This is an optimization exercise on Yosys and OpenROAD, whose aim is small area, a short achievable clock period and few clock cycles per item, not a production implementation. No run shown here included a check of the RTL's function; only the layout flow was run.

$ cat flow/config.mk
export PLATFORM = sky130hd
export DESIGN_NAME = decimal_palindrome_check_unit
export DESIGN_NICKNAME = decimal_palindrome_check_unit
export VERILOG_FILES = /design/flow/design.v
export SDC_FILE = /design/flow/constraint.sdc
export NUM_CORES = 4
export LEC_CHECK = 0
export ABC_AREA = 1
export CAP_MARGIN = 20
export CORE_MARGIN = 2
export CORE_UTILIZATION = 40
export SLEW_MARGIN = 20
$ cat flow/constraint.sdc
create_clock -name core_clock -period 6.5 [get_ports {clk}]
set_input_delay 1.3000 -clock core_clock [delete_from_list [all_inputs] [get_ports {clk}]]
set_output_delay 1.3000 -clock core_clock [all_outputs]
set_load 0.01 [all_outputs]
$ cat flow/design.v
`default_nettype none
package dpc_pkg;
	localparam int DEF_VALUE_BITS = 32;
	function automatic logic [39:0] bcd_mask(input int s);
		case (s)
			0: bcd_mask = 40'h0000000000;
			1: bcd_mask = 40'h0000000001;
			2: bcd_mask = 40'h0000000003;
			3: bcd_mask = 40'h0000000007;
			4: bcd_mask = 40'h000000001f;
			5: bcd_mask = 40'h000000003f;
			6: bcd_mask = 40'h000000007f;
			7: bcd_mask = 40'h00000001ff;
			8: bcd_mask = 40'h00000003ff;
			9: bcd_mask = 40'h00000007ff;
			10: bcd_mask = 40'h0000001fff;
			11: bcd_mask = 40'h0000003fff;
			12: bcd_mask = 40'h0000007fff;
			13: bcd_mask = 40'h000000ffff;
			14: bcd_mask = 40'h000001ffff;
			15: bcd_mask = 40'h000003ffff;
			16: bcd_mask = 40'h000007ffff;
			17: bcd_mask = 40'h00001fffff;
			18: bcd_mask = 40'h00003fffff;
			19: bcd_mask = 40'h00007fffff;
			20: bcd_mask = 40'h0001ffffff;
			21: bcd_mask = 40'h0003ffffff;
			22: bcd_mask = 40'h0007ffffff;
			23: bcd_mask = 40'h000fffffff;
			24: bcd_mask = 40'h001fffffff;
			25: bcd_mask = 40'h003fffffff;
			26: bcd_mask = 40'h007fffffff;
			27: bcd_mask = 40'h01ffffffff;
			28: bcd_mask = 40'h03ffffffff;
			29: bcd_mask = 40'h07ffffffff;
			30: bcd_mask = 40'h1fffffffff;
			31: bcd_mask = 40'h3fffffffff;
			default: bcd_mask = 40'hffffffffff;
		endcase
	endfunction
	function automatic logic [3:0] dd_adjust(input logic [3:0] d);
		dd_adjust[3] = d[3] | (d[2] & d[1]) | (d[2] & d[0]);
		dd_adjust[2] = (d[2] & !d[1] & !d[0]) | (d[3] & d[0]);
		dd_adjust[1] = (d[1] & (!d[2] | d[0])) | (d[3] & !d[0]);
		dd_adjust[0] = (!d[3] & !d[2] & d[0]) | (d[2] & d[1] & !d[0]) | (d[3] & !d[0]);
	endfunction
	function automatic logic [39:0] bcd_inc(input logic [39:0] b, input logic c);
		logic       t;
		logic [3:0] d;
		t = c;
		for (int k = 0; k < 10; k++) begin
			d = b[k*4 +: 4];
			if (t) begin
				bcd_inc[k*4 +: 4] = (d[3] & d[0]) ? 4'd0 : d + 4'd1;
			end else begin
				bcd_inc[k*4 +: 4] = d;
			end
			t = t & d[3] & d[0];
		end
	endfunction
endpackage
`default_nettype wire
`default_nettype none
module dpc_dd_stage
#(
	parameter int S0 = 0,
	parameter int NB = 8
) (
	input  wire logic [39:0]   in_bcd,
	input  wire logic [NB-1:0] in_bits,
	output logic      [39:0]   out_bcd
);
	logic [39:0] b;
	always_comb begin
		b = in_bcd & dpc_pkg::bcd_mask(S0);
		for (int s = 0; s < NB; s++) begin
			for (int k = 0; k < 10; k++) begin
				b[k*4 +: 4] = dpc_pkg::dd_adjust(b[k*4 +: 4]);
			end
			b = {b[38:0], in_bits[NB-1-s]} & dpc_pkg::bcd_mask(S0 + s + 1);
		end
		out_bcd = b;
	end
endmodule
`default_nettype wire
`default_nettype none
module dpc_sym_check (
	input  wire logic [39:0] in_bcd,
	output logic             out_pal
);
	logic [9:0]  nz;
	logic [10:0] eq;
	always_comb begin
		for (int i = 0; i < 10; i++) begin
			nz[i] = in_bcd[i*4 +: 4] != 4'd0;
		end
		for (int l = 0; l <= 10; l++) begin
			eq[l] = 1'b1;
			for (int i = 0; i < l / 2; i++) begin
				if (in_bcd[i*4 +: 4] != in_bcd[(l-1-i)*4 +: 4]) begin
					eq[l] = 1'b0;
				end
			end
		end
		out_pal = (nz >> 1) == 10'd0;
		for (int l = 2; l <= 10; l++) begin
			if (l == 10) begin
				out_pal = out_pal | (nz[9] & eq[10]);
			end else begin
				out_pal = out_pal | (nz[l-1] & ((nz >> l) == 10'd0) & eq[l]);
			end
		end
	end
endmodule
`default_nettype wire
`default_nettype none
module decimal_palindrome_check_unit
#(
	parameter int VALUE_BITS = dpc_pkg::DEF_VALUE_BITS
) (
	input  wire logic                         clk,
	input  wire logic                         arst_n,
	input  wire logic                         in_valid,
	output logic                              in_ready,
	input  wire logic signed [VALUE_BITS-1:0] in_value,
	input  wire logic                         in_is_last,
	output logic                              out_valid,
	input  wire logic                         out_ready,
	output logic signed [VALUE_BITS-1:0]      out_value_echo,
	output logic                              out_is_palindrome,
	output logic                              out_last_out
);
	logic        adv;
	logic        valid_q1;
	logic        last_q1;
	logic [31:0] value_q1;
	logic [39:0] bcd_q1;
	logic [39:0] bcd_nx1;
	logic        valid_q2;
	logic        last_q2;
	logic [31:0] value_q2;
	logic [39:0] bcd_q2;
	logic [39:0] bcd_nx2;
	logic        valid_q3;
	logic        last_q3;
	logic [31:0] value_q3;
	logic [39:0] bcd_q3;
	logic [39:0] bcd_nx3;
	logic        valid_q4;
	logic        last_q4;
	logic [31:0] value_q4;
	logic [39:0] bcd_q4;
	logic [39:0] bcd_nx4;
	logic        valid_q5;
	logic        last_q5;
	logic [31:0] value_q5;
	logic        pal_q5;
	logic [39:0] bcd_fin;
	logic [39:0] bcd_mag;
	logic        pal_nx;
	assign adv      = !valid_q5 || out_ready;
	assign in_ready = adv;
	dpc_dd_stage #(.S0(0), .NB(8)) u_dd0 (
		.in_bcd  (40'd0),
		.in_bits (in_value[30:23] ^ {8{in_value[31]}}),
		.out_bcd (bcd_nx1)
	);
	dpc_dd_stage #(.S0(8), .NB(7)) u_dd1 (
		.in_bcd  (bcd_q1),
		.in_bits (value_q1[22:16] ^ {7{value_q1[31]}}),
		.out_bcd (bcd_nx2)
	);
	dpc_dd_stage #(.S0(15), .NB(8)) u_dd2 (
		.in_bcd  (bcd_q2),
		.in_bits (value_q2[15:8] ^ {8{value_q2[31]}}),
		.out_bcd (bcd_nx3)
	);
	dpc_dd_stage #(.S0(23), .NB(7)) u_dd3 (
		.in_bcd  (bcd_q3),
		.in_bits (value_q3[7:1] ^ {7{value_q3[31]}}),
		.out_bcd (bcd_nx4)
	);
	dpc_dd_stage #(.S0(30), .NB(1)) u_dd4 (
		.in_bcd  (bcd_q4),
		.in_bits (value_q4[0:0] ^ {1{value_q4[31]}}),
		.out_bcd (bcd_fin)
	);
	assign bcd_mag = dpc_pkg::bcd_inc(bcd_fin, value_q4[31]);
	dpc_sym_check u_sym (
		.in_bcd  (bcd_mag),
		.out_pal (pal_nx)
	);
	always_ff @(posedge clk or negedge arst_n) begin
		if (!arst_n) begin
			valid_q1 <= 1'b0;
			valid_q2 <= 1'b0;
			valid_q3 <= 1'b0;
			valid_q4 <= 1'b0;
			valid_q5 <= 1'b0;
		end else if (adv) begin
			valid_q1 <= in_valid;
			valid_q2 <= valid_q1;
			valid_q3 <= valid_q2;
			valid_q4 <= valid_q3;
			valid_q5 <= valid_q4;
		end
	end
	always_ff @(posedge clk) begin
		if (adv) begin
			last_q1  <= in_is_last;
			value_q1 <= in_value;
			bcd_q1   <= bcd_nx1;
			last_q2  <= last_q1;
			value_q2 <= value_q1;
			bcd_q2   <= bcd_nx2;
			last_q3  <= last_q2;
			value_q3 <= value_q2;
			bcd_q3   <= bcd_nx3;
			last_q4  <= last_q3;
			value_q4 <= value_q3;
			bcd_q4   <= bcd_nx4;
			last_q5  <= last_q4;
			value_q5 <= value_q4;
			pal_q5   <= pal_nx;
		end
	end
	assign out_valid         = valid_q5;
	assign out_last_out      = last_q5;
	assign out_value_echo    = value_q5;
	assign out_is_palindrome = pal_q5;
endmodule
`default_nettype wire
$ cat flow/run.sh
#!/bin/bash
# synth_recipe.tcl (not shown) runs the flow's synth.tcl, then flattens the netlist and writes it again
# the make line also repeats each setting of config.mk as NAME=value (left out here)
make -C /OpenROAD-flow-scripts/flow DESIGN_CONFIG=/design/flow/config.mk WORK_HOME=/design/flow/orfs CLKGATE_MAP_FILE= SYNTH_SCRIPT=/design/flow/synth_recipe.tcl finish
==> results_dict.tcl, run 1 <==
set metrics [dict create \
    run_status "complete, no violations" \
    setup_violations 0 \
    rrSetupSlack_ns 3.02 \
    via_per_inst 4.94 \
    grt-ovfl-total 0 \
    cts-resized-gates 0 \
    critPathCapture "in_ready" \
    num_vias 19100 \
    ys_seq_elements 264 \
    rows 83 \
    antenna_found_initial 0 \
    hp-class "reg -> reg" \
    reg2reg_to "pal_q5" \
    post-route-period-util 0.655 \
    fin_tns_setup_ns 0 \
    start_kind "input port" \
    place_worst_setup_slack_ns 2.05 \
    clk_pin_slew_ns 0.06 \
    maxCapViolations 0 \
    crit_fanout 74 \
    place_inst 3810 \
    cts_tree "yes" \
    cp-startpoint "out_ready" \
    cp_common_cell "clkdlybuf4s50_1" \
    num-fill-cells 5132 \
    postCtsHoldBufs 0 \
    layoutNonFillerInstCount 3867 \
    drt_first_pass_iters 5 \
    ys.flop_type "edfxtp_1" \
    synth_edf_count 259 \
    critPathKind "in -> out" \
    netlist_area_um2 20900 \
    n_antenna_cell 0 \
    maxSlewHeadroom 0.441 \
    initial_core_util 0.405 \
    ys_warn_count 7 \
    cts-root-buf "clkbuf_16" \
    io_buffers 72 \
    rsz0062_at_grt "false" \
    cts_inserted_buffers 30 \
    hold_viol 0 \
    worstSkewPairLatency_ns 0.59 \
    crit_chain "clkdlybuf4s50_1 > inv_1 > nand2_8 > clkdlybuf4s50_1" \
    wl_mm 46.1 \
    avgSynthCellArea_um2 6.82 \
    syn_inst 3060 \
    fin_crit_ns 4.26 \
    io_pins 73 \
    post_cts_buffers 0 \
    synthDistinctLibCells 53 \
    grt_pass1_wl_mm 79.3 \
    end_kind "output port" \
    crit_path_max_incr_delay_ns 0.66 \
    seq_area_frac_synth 0.379 \
    grt_pass1_vias 18200 \
    antenna_left 0 \
    die_y_um 232 \
    slowest_stage "clkdlybuf4s50_1" \
    timing.final.ws_setup_ns 2.24 \
    die_w_um 232 \
    wl_per_cell_um 11.9 \
    hpwlAfterDp_mm 36.0 \
    routabilityCongestion 0.900 \
    reg2reg_depth 21 \
    synth_fp_nets 3107 \
    drc 0 \
    area_delta_synth_final_pct 12.9 \
    drt_iter0_drc 855 \
    tightest_slew_ns 0.832 \
    cts.sinks 264 \
    cts_buffer_depth 3 \
    drv_slew 0 \
    cp_data_arrival_time_ns 2.96 \
    skew_ns 0.0150 \
    drive_above_1_share 0.0966 \
    htree_num_levels 1 \
    max_freq_mhz 235 \
    synthArstFlopShare 0.0189 \
    nets 3210 \
    grt.total_usage 0.172 \
    die-area_um2 54000 \
    grt_start_max_net_pins 91 \
    crit_required_ns 5.20 \
    fp.coreArea_um2 51500 \
    reg2reg_from "bcd_q4[4]" \
]
## Yosys cell counts, drive strengths merged (8+ instances only)
| cell type | count | area share |
|---|---|---|
| nand3b | 11 | 0.0040 |
| o22ai | 17 | 0.0057 |
| o211ai | 10 | 0.0036 |
| ha | 10 | 0.0060 |
| xor2 | 43 | 0.019 |
| nand2 | 1248 | 0.24 |
| or2 | 14 | 0.0042 |
| nand4 | 45 | 0.016 |
| nor3 | 8 | 0.0024 |
| o21ai | 142 | 0.037 |
| xnor2 | 15 | 0.0067 |
| inv | 401 | 0.072 |
| nor2 | 280 | 0.060 |
| edfxtp | 259 | 0.37 |
| a31oi | 10 | 0.0036 |
| a21oi | 41 | 0.012 |
| nand3 | 474 | 0.12 |
## per-stage QoR
step | util | cell area (um2) | hold slack (ns)
final | 0.457 | 23600 | 0.413
after global routing | 0.457 | 23600 | 0.413
after CTS | 0.457 | 23500 | 0.415
after detailed placement | 0.436 | 22500 | 0.405
after global placement | 0.436 | 22500 | 0.400
after floorplan | - | 20900 | 0.400
## how the worst min path moves through the flow
stage	startpoint	end	slack, ns	depth (start not counted)
6_report	value_q1[12]	value_q2[12]	0.41	0
5_1_grt	value_q4[18]	value_q5[18]	0.41	0
4_1_cts	value_q4[18]	value_q5[18]	0.42	0
3_5_place_dp	value_q1[12]	value_q2[12]	0.40	0
3_3_place_gp	value_q3[16]	value_q4[16]	0.40	0
2_1_floorplan	last_q1	last_q2	0.40	0
## final cells by class
type,instances,area [um2],area share
Inverter,407,1530,0.0649
Clock buffer,37,797,0.0338
Sequential cell,264,7900,0.335
Clock inverter,19,288,0.0122
Tap cell,680,851,0.0361
Timing Repair Buffer,79,793,0.0337
Multi-Input combinational cell,2381,11400,0.484
## sequential cells by signal (all words and copies together) (netlist names), 10 cells and up
register,flops
bcd_q1,10
value_q4,32
value_q3,32
bcd_q2,18
value_q1,32
bcd_q4,37
value_q5,32
value_q2,32
bcd_q3,28
## cell families (layout without fill, tap and decap cells)
kind of cell	count (synthesis)	count (layout)	synth area share
muxes	3	3	0.00162
adders and majority gates	10	10	0.00599
AOI/OAI and AO/OA	228	228	0.0652
and+or+nand+nor	2082	2082	0.447
xor gates and xnor gates	58	58	0.0258
buffers and inverters	415	542	0.0761
DFF	264	264	0.379
## placed cells by master (no fill, tap or decap), drive strengths merged, types with 37 or more instances in the layout
cell / synthesis / layout
edfxtp: 259 / 259
clkbuf: 2 / 37
o21ai: 142 / 142
nand3: 474 / 474
clkdlybuf4s50: 0 / 72
nand4: 45 / 45
a21oi: 41 / 41
inv: 401 / 404
xor2: 43 / 43
nor2: 280 / 280
nand2: 1248 / 1248
## metal layers
layer	global-route usage	share of wire	vias to the layer above
met3	0.0168	0.018	70
met1	0.189	0.42	8637
met2	0.344	0.53	180
li1	-	-	10200
met5	0	0	-
met4	0.0486	0.025	0
## critical path, delay by kind of cell
family,cells,cell delay [ns]
AND/OR/NAND/NOR,1,0.40
buffers and inverters,3,1.19
==> run 2, diff against run 1 <==
--- a/flow/design.v
+++ b/flow/design.v
@@ -149,43 +149,33 @@
 	logic        valid_q4;
 	logic        last_q4;
 	logic [31:0] value_q4;
-	logic [39:0] bcd_q4;
-	logic [39:0] bcd_nx4;
-	logic        valid_q5;
-	logic        last_q5;
-	logic [31:0] value_q5;
-	logic        pal_q5;
+	logic        pal_q4;
 	logic [39:0] bcd_fin;
 	logic [39:0] bcd_mag;
 	logic        pal_nx;
-	assign adv      = !valid_q5 || out_ready;
+	assign adv      = !valid_q4 || out_ready;
 	assign in_ready = adv;
-	dpc_dd_stage #(.S0(0), .NB(8)) u_dd0 (
+	dpc_dd_stage #(.S0(0), .NB(10)) u_dd0 (
 		.in_bcd  (40'd0),
-		.in_bits (in_value[30:23] ^ {8{in_value[31]}}),
+		.in_bits (in_value[30:21] ^ {10{in_value[31]}}),
 		.out_bcd (bcd_nx1)
 	);
-	dpc_dd_stage #(.S0(8), .NB(7)) u_dd1 (
+	dpc_dd_stage #(.S0(10), .NB(9)) u_dd1 (
 		.in_bcd  (bcd_q1),
-		.in_bits (value_q1[22:16] ^ {7{value_q1[31]}}),
+		.in_bits (value_q1[20:12] ^ {9{value_q1[31]}}),
 		.out_bcd (bcd_nx2)
 	);
-	dpc_dd_stage #(.S0(15), .NB(8)) u_dd2 (
+	dpc_dd_stage #(.S0(19), .NB(9)) u_dd2 (
 		.in_bcd  (bcd_q2),
-		.in_bits (value_q2[15:8] ^ {8{value_q2[31]}}),
+		.in_bits (value_q2[11:3] ^ {9{value_q2[31]}}),
 		.out_bcd (bcd_nx3)
 	);
-	dpc_dd_stage #(.S0(23), .NB(7)) u_dd3 (
+	dpc_dd_stage #(.S0(28), .NB(3)) u_dd3 (
 		.in_bcd  (bcd_q3),
-		.in_bits (value_q3[7:1] ^ {7{value_q3[31]}}),
-		.out_bcd (bcd_nx4)
-	);
-	dpc_dd_stage #(.S0(30), .NB(1)) u_dd4 (
-		.in_bcd  (bcd_q4),
-		.in_bits (value_q4[0:0] ^ {1{value_q4[31]}}),
+		.in_bits (value_q3[2:0] ^ {3{value_q3[31]}}),
 		.out_bcd (bcd_fin)
 	);
-	assign bcd_mag = dpc_pkg::bcd_inc(bcd_fin, value_q4[31]);
+	assign bcd_mag = dpc_pkg::bcd_inc(bcd_fin, value_q3[31]);
 	dpc_sym_check u_sym (
 		.in_bcd  (bcd_mag),
 		.out_pal (pal_nx)
@@ -196,13 +186,11 @@
 			valid_q2 <= 1'b0;
 			valid_q3 <= 1'b0;
 			valid_q4 <= 1'b0;
-			valid_q5 <= 1'b0;
 		end else if (adv) begin
 			valid_q1 <= in_valid;
 			valid_q2 <= valid_q1;
 			valid_q3 <= valid_q2;
 			valid_q4 <= valid_q3;
-			valid_q5 <= valid_q4;
 		end
 	end
 	always_ff @(posedge clk) begin
@@ -218,15 +206,12 @@
 			bcd_q3   <= bcd_nx3;
 			last_q4  <= last_q3;
 			value_q4 <= value_q3;
-			bcd_q4   <= bcd_nx4;
-			last_q5  <= last_q4;
-			value_q5 <= value_q4;
-			pal_q5   <= pal_nx;
-		end
-	end
-	assign out_valid         = valid_q5;
-	assign out_last_out      = last_q5;
-	assign out_value_echo    = value_q5;
-	assign out_is_palindrome = pal_q5;
+			pal_q4   <= pal_nx;
+		end
+	end
+	assign out_valid         = valid_q4;
+	assign out_last_out      = last_q4;
+	assign out_value_echo    = value_q4;
+	assign out_is_palindrome = pal_q4;
 endmodule
 `default_nettype wire
==> run 2 against run 1 <==
Effect of this change: worst setup slack worse by 0.16 ns; via count is 6.9% lower; critical path depth is 17 higher; clock-buffer cell count is 11 lower; largest cell class unchanged; core utilization is 0.13 points higher; non-clock buffer count is 2 lower; register-to-register slack worse by 0.67 ns.
==> results_dict.tcl, run 2 <==
set metrics [dict create \
    cts.sinks 207 \
    crit_required_ns 6.89 \
    syn_inst 2876 \
    critPathKind "in -> reg" \
    fin_tns_setup_ns 0 \
    fin_crit_ns 4.42 \
    yosysTopAreaCellShare 0.328 \
    grt-ovfl-total 0 \
    final_common_cell "nand2_1" \
    layout_common_cells "nand2_1, nand3_1, inv_1" \
    hp-class "reg -> reg" \
    max_freq_mhz 226 \
    post_cts_buffers 0 \
    largest_reg_flops 34 \
    drv_slew 0 \
    synthTopCellsByCount "nand2_1, nand3_1, inv_1, nor2_1, edfxtp_1" \
    rsz0062_at_grt "false" \
    setup_violations 0 \
    seq_area_frac_synth 0.334 \
    htree_num_levels 1 \
    yosysTopAreaCell "edfxtp_1" \
    nets 3020 \
    area_delta_synth_final_pct 12.6 \
    synth_area_leaders "edfxtp_1, nand2_1, nand3_1, inv_1, nor2_1" \
    ys_warn_count 6 \
    maxCapViolations 0 \
    drt_iter0_drc 827 \
    rows 78 \
    tightest_slew_ns 0.852 \
    drt_first_pass_iters 5 \
    antenna_left 0 \
    avgSynthCellArea_um2 6.46 \
    via_per_inst 4.95 \
    io_buffers 72 \
    drc 0 \
    die_y_um 219 \
    end_kind "flip-flop" \
    synth_most_common_cell "nand2_1" \
    skew_ns 0.0127 \
    slowest_stage "clkdlybuf4s50_1" \
    grt.total_usage 0.180 \
    cts_inserted_buffers 25 \
    cts_buffer_depth 3 \
    wl_mm 42.4 \
    hpwlAfterDp_mm 33.6 \
    routabilityCongestion 0.909 \
    synthDistinctLibCells 58 \
    cts-resized-gates 0 \
    drive_above_1_share 0.0976 \
    clk_pin_slew_ns 0.06 \
    synth_edf_count 203 \
    io_pins 73 \
    netlist_area_um2 18600 \
    maxSlewHeadroom 0.432 \
    post-route-period-util 0.680 \
    crit_chain "clkdlybuf4s50_1 > xnor2_1 > inv_1 > a21oi_1 > nand2_1 > nor2_1 > a21oi_1 > inv_1 > nand2_1 > nand2_1 > inv_1 > o21ai_0 > nand2_1 > inv_1 > nor2_1 > nor3_1 > inv_1 > or2_0 > a31oi_1 > nand2_1 > a31oi_1" \
    start_kind "input port" \
    hold_viol 0 \
    postCtsHoldBufs 0 \
    n_antenna_cell 0 \
    whs_ns 0.413 \
    initial_core_util 0.407 \
    synth_fp_nets 2923 \
    num_vias 17800 \
    cts_tree "yes" \
    crit_fanout 11 \
    reg2reg_depth 25 \
    die_w_um 219 \
    antenna_found_initial 0 \
    synthArstFlopShare 0.0193 \
    wl_per_cell_um 11.8 \
    fp.coreArea_um2 45600 \
    ys.flop_type "edfxtp_1" \
    die-area_um2 48200 \
    run_status "complete, no violations" \
    cp_data_arrival_time_ns 4.81 \
    cts-root-buf "clkbuf_16" \
    grt_pass1_wl_mm 73.7 \
    num-fill-cells 4534 \
    crit_path_max_incr_delay_ns 0.74 \
    utilization 0.459 \
    grt_start_max_net_pins 69 \
    top_register "bcd_q3" \
    ys_seq_elements 207 \
    hold_depth 0 \
    grt_pass1_vias 17000 \
    worstSkewPairLatency_ns 0.54 \
]
-- run 2: cell count changes after synthesis, sizes merged, moves of 4 or more --
cell	change
nand2	-129
edfxtp	-56
nor2	-16
a21oi	+12
nand3	-9
clkinv	+6
o211ai	-5
o21bai	+5
a21boi	-4
a31oi	+4
inv	+4
nand3b	+4
o21a	+4
o22ai	-4
-- run 2: worst max-delay path: cells and delay by family --
family	cells	cell delay, ns
xor gates and xnor gates	1	0.36
buffers and inverters	6	1.24
and+or+nand+nor	9	1.09
AOI/OAI and AO/OA	5	0.81
-- run 2: cell families after synthesis --
| group | after synthesis | synth area share |
|---|---|---|
| AOI/OAI and AO/OA | 245 | 0.0808 |
| xor gates and xnor gates | 57 | 0.0287 |
| adders and majority gates | 10 | 0.00674 |
| buffers and inverters | 424 | 0.0871 |
| DFF | 207 | 0.334 |
| muxes | 2 | 0.00121 |
| and+or+nand+nor | 1931 | 0.462 |
-- run 2: final cells by class --
cell class | instances | area, um2 | share of cell area
sequential | 207 | 6200 | 0.296
inverter | 417 | 1570 | 0.0749
clock inverter | 20 | 236 | 0.0113
timing repair buffer | 77 | 758 | 0.0363
multi-input combinational | 2245 | 10800 | 0.515
clock buffer | 26 | 629 | 0.0301
tap | 600 | 751 | 0.0359
-- run 2: path summary, 6_finish.rpt --
check / startpoint / endpoint / slack [ns]
setup / recovery: in_value[31] / bcd_q1[5] / 2.08
hold / removal: value_q1[27] / value_q2[27] / 0.41
setup reg to reg: value_q3[31] / pal_q4 / 2.35
hold reg to reg: value_q1[27] / value_q2[27] / 0.41
max in group asynchronous: arst_n / valid_q3 / 5.38
min in group asynchronous: arst_n / valid_q4 / 0.96
-- run 2: layer usage --
metal	routed length (um)	GRT usage
met1	18400	0.203
met2	22200	0.359
met3	994	0.0189
met4	801	0.0399
met5	0	0
-- run 2: stage by stage --
step / setup slack, ns / instances / instance area [um2]
2_1_floorplan: 1.38 / 2876 / 18600
3_3_place_gp: 1.63 / 3546 / 20000
3_5_place_dp: 1.52 / 3546 / 20000
4_1_cts: 2.07 / 3592 / 20900
5_1_grt: 1.59 / 3592 / 20900
6_report: 2.08 / 3592 / 20900

[separate check: timing with driven ports]
The flow's constraints put no driver on any port. The routed layouts listed below were extracted and timed again, unchanged, in two steps. Step 1 sets driving cells, clkbuf_16 on the clock port and buf_2 on the other inputs (assumed; they add their load-dependent delay and slew). Step 2 times the ports against the registers' clock, not the clock port: input delays grow and output delays shrink by t, the midpoint of the rising clock arrivals with the driver on. Slacks: ideal ports / drivers / drivers and shift; pairs: ideal ports / drivers.
| run | t (ns) | setup WS [ns] | worst register clock-pin slew, ns | worst slew at a driven data input, ns |
|---|---|---|---|---|
| run 1 | 0.635 | 2.243 / 2.217 / 1.995 | 0.07 / 0.07 | 0.05 |
| run 2 | 0.594 | 2.083 / 2.116 / 1.522 | 0.07 / 0.07 | 0.05 |
After both steps every run listed still meets setup and hold. The setup slack of run 2, which loses most, moves by +0.033 ns with the drivers and by -0.561 ns with both steps.
